What follows belongs to an exercise in optimizing a design on an open flow for small area; a production flow would make more cautious choices.
The RTL was checked by simulation tests, not by an equivalence proof against the original design.
Power is estimated from default activity; no workload was simulated.

Design cpu_top, start of the top module:
module cpu_top (
    input  logic        clk,
    input  logic        reset,
    output logic [9:0]  instr_addr,
    input  logic [17:0] instr_data,
    output logic [9:0]  mem_addr,
    output logic [17:0] mem_wdata,
    output logic        mem_we,
    output logic        mem_re,
    input  logic [17:0] mem_rdata
);
export LEC_CHECK = 0
export ABC_AREA = 1
export CAP_MARGIN = 5
export CORE_MARGIN = 2
export CORE_UTILIZATION = 40
export SLEW_MARGIN = 5
create_clock -name core_clock -period 8.0 [get_ports {clk}]
standard.sh (not shown) runs the stock make flow with config.mk's settings and CLKGATE_MAP_FILE= SYNTH_SCRIPT=/design/flow/synth_recipe.tcl, a recipe that flattens the netlist after the stock synthesis.
==> flow/flow/run.sh <==
#!/bin/bash
# The standard layout (standard.sh) with three changes:
# - synthesis maps all logic, adders included, with an area-oriented ABC script
#   (flow/abc_area.script) in place of ORFS's adder cells and ABC script;
#   everything else in synthesis is unchanged;
# - the port buffers use the smallest buffer cell;
# - the clock tree uses the given buffers and clustering, without dummy loads.
set -euo pipefail
rm -rf synth_scripts
cp -r "$FLOW_HOME/scripts" synth_scripts
cp flow/abc_area.script synth_scripts/abc_area.script
ADDER_MAP_FILE= SCRIPTS_DIR="$PWD/synth_scripts" bash standard.sh synth > run_synth.log 2>&1
export BUFFER_PORTS_ARGS="-buffer_cell sky130_fd_sc_hd__buf_1"
export CTS_ARGS="-sink_clustering_enable -repair_clock_nets -dont_use_dummy_load -buf_list sky130_fd_sc_hd__clkbuf_8 -root_buf sky130_fd_sc_hd__clkbuf_4 -sink_clustering_size 20 -sink_clustering_max_diameter 60"
bash standard.sh > run_standard.log 2>&1
==> flow/flow/abc_area.script <==
strash
dch -f
map -a
strash
dch -f
map -a
topo
The first run completed with no timing, DRC or antenna violations.
Rerun with:
--- a/flow/flow/run.sh
+++ b/flow/flow/run.sh
@@ -14 +14 @@
-export CTS_ARGS="-sink_clustering_enable -repair_clock_nets -dont_use_dummy_load -buf_list sky130_fd_sc_hd__clkbuf_8 -root_buf sky130_fd_sc_hd__clkbuf_4 -sink_clustering_size 20 -sink_clustering_max_diameter 60"
+export CTS_ARGS="-sink_clustering_enable -repair_clock_nets -dont_use_dummy_load -buf_list sky130_fd_sc_hd__clkbuf_8 -sink_clustering_size 20 -sink_clustering_max_diameter 60"
CAP_MARGIN = 20   (was 5)
SLEW_MARGIN = 20   (was 5)
Outcome: Wire length fell by 0.52%. Combinational power is about the same. Synthesized area does not change. Register-to-register slack got worse by 0.02 ns. Count of clock-buffer cells in the layout is unchanged. Core utilization barely changes. Critical path depth does not change. Sequential cell count is unchanged. Non-clock buffer count stays the same. Final area stays flat.
Rerun with:
--- a/flow/flow/run.sh
+++ b/flow/flow/run.sh
@@ -14 +14 @@
-export CTS_ARGS="-sink_clustering_enable -repair_clock_nets -dont_use_dummy_load -buf_list sky130_fd_sc_hd__clkbuf_8 -sink_clustering_size 20 -sink_clustering_max_diameter 60"
+export CTS_ARGS="-sink_clustering_enable -repair_clock_nets -dont_use_dummy_load -buf_list sky130_fd_sc_hd__clkbuf_8 -sink_clustering_size 18 -sink_clustering_max_diameter 70"
Worst setup slack improved by 0.015 ns.
Worst hold slack improved by 0.061 ns.
First-iteration DRC count shrinks by about 5%.
Die area does not change.
Routed wire length grows by 1.2%.
Rerun with:
--- a/flow/flow/run.sh
+++ b/flow/flow/run.sh
@@ -14 +14 @@
-export CTS_ARGS="-sink_clustering_enable -repair_clock_nets -dont_use_dummy_load -buf_list sky130_fd_sc_hd__clkbuf_8 -sink_clustering_size 18 -sink_clustering_max_diameter 70"
+export CTS_ARGS="-sink_clustering_enable -repair_clock_nets -dont_use_dummy_load -buf_list sky130_fd_sc_hd__clkbuf_8 -root_buf sky130_fd_sc_hd__clkbuf_4 -sink_clustering_size 20 -sink_clustering_max_diameter 60"
The new run finished with timing, DRC and antenna clean.
Combinational power barely changes.
Total power fell by 1.6%.
Design area hardly moves.
Utilization drops by 0.12 points.
Cell count hardly moves.

## what the ideal ports hide
How much do the figures lean on ideal ports? The routed layouts below were timed once more, with nothing changed but the port constraints.
Step 1, drivers: a clkbuf_16 drives clk and a buf_2 each remaining input, both assumed.
Step 2 also shifts input and output timing later by t, the mid clock arrival at the registers, as if the neighbouring blocks saw the same clock.
Three values: no drivers, after step 1, after step 2; two values: the first two.
run	t (ns)	setup WS [ns]	worst setup path at the end	cell pins on the clock port's net
the first run	0.662	2.476 / 2.445 / 2.445	input to output	1
the second run	0.546	2.479 / 2.448 / 2.448	input to output	1
the third run	0.558	2.494 / 2.463 / 2.463	input to output	1
the fourth run	0.662	2.476 / 2.445 / 2.445	input to output	1
After both steps setup and hold are still met in every run listed.
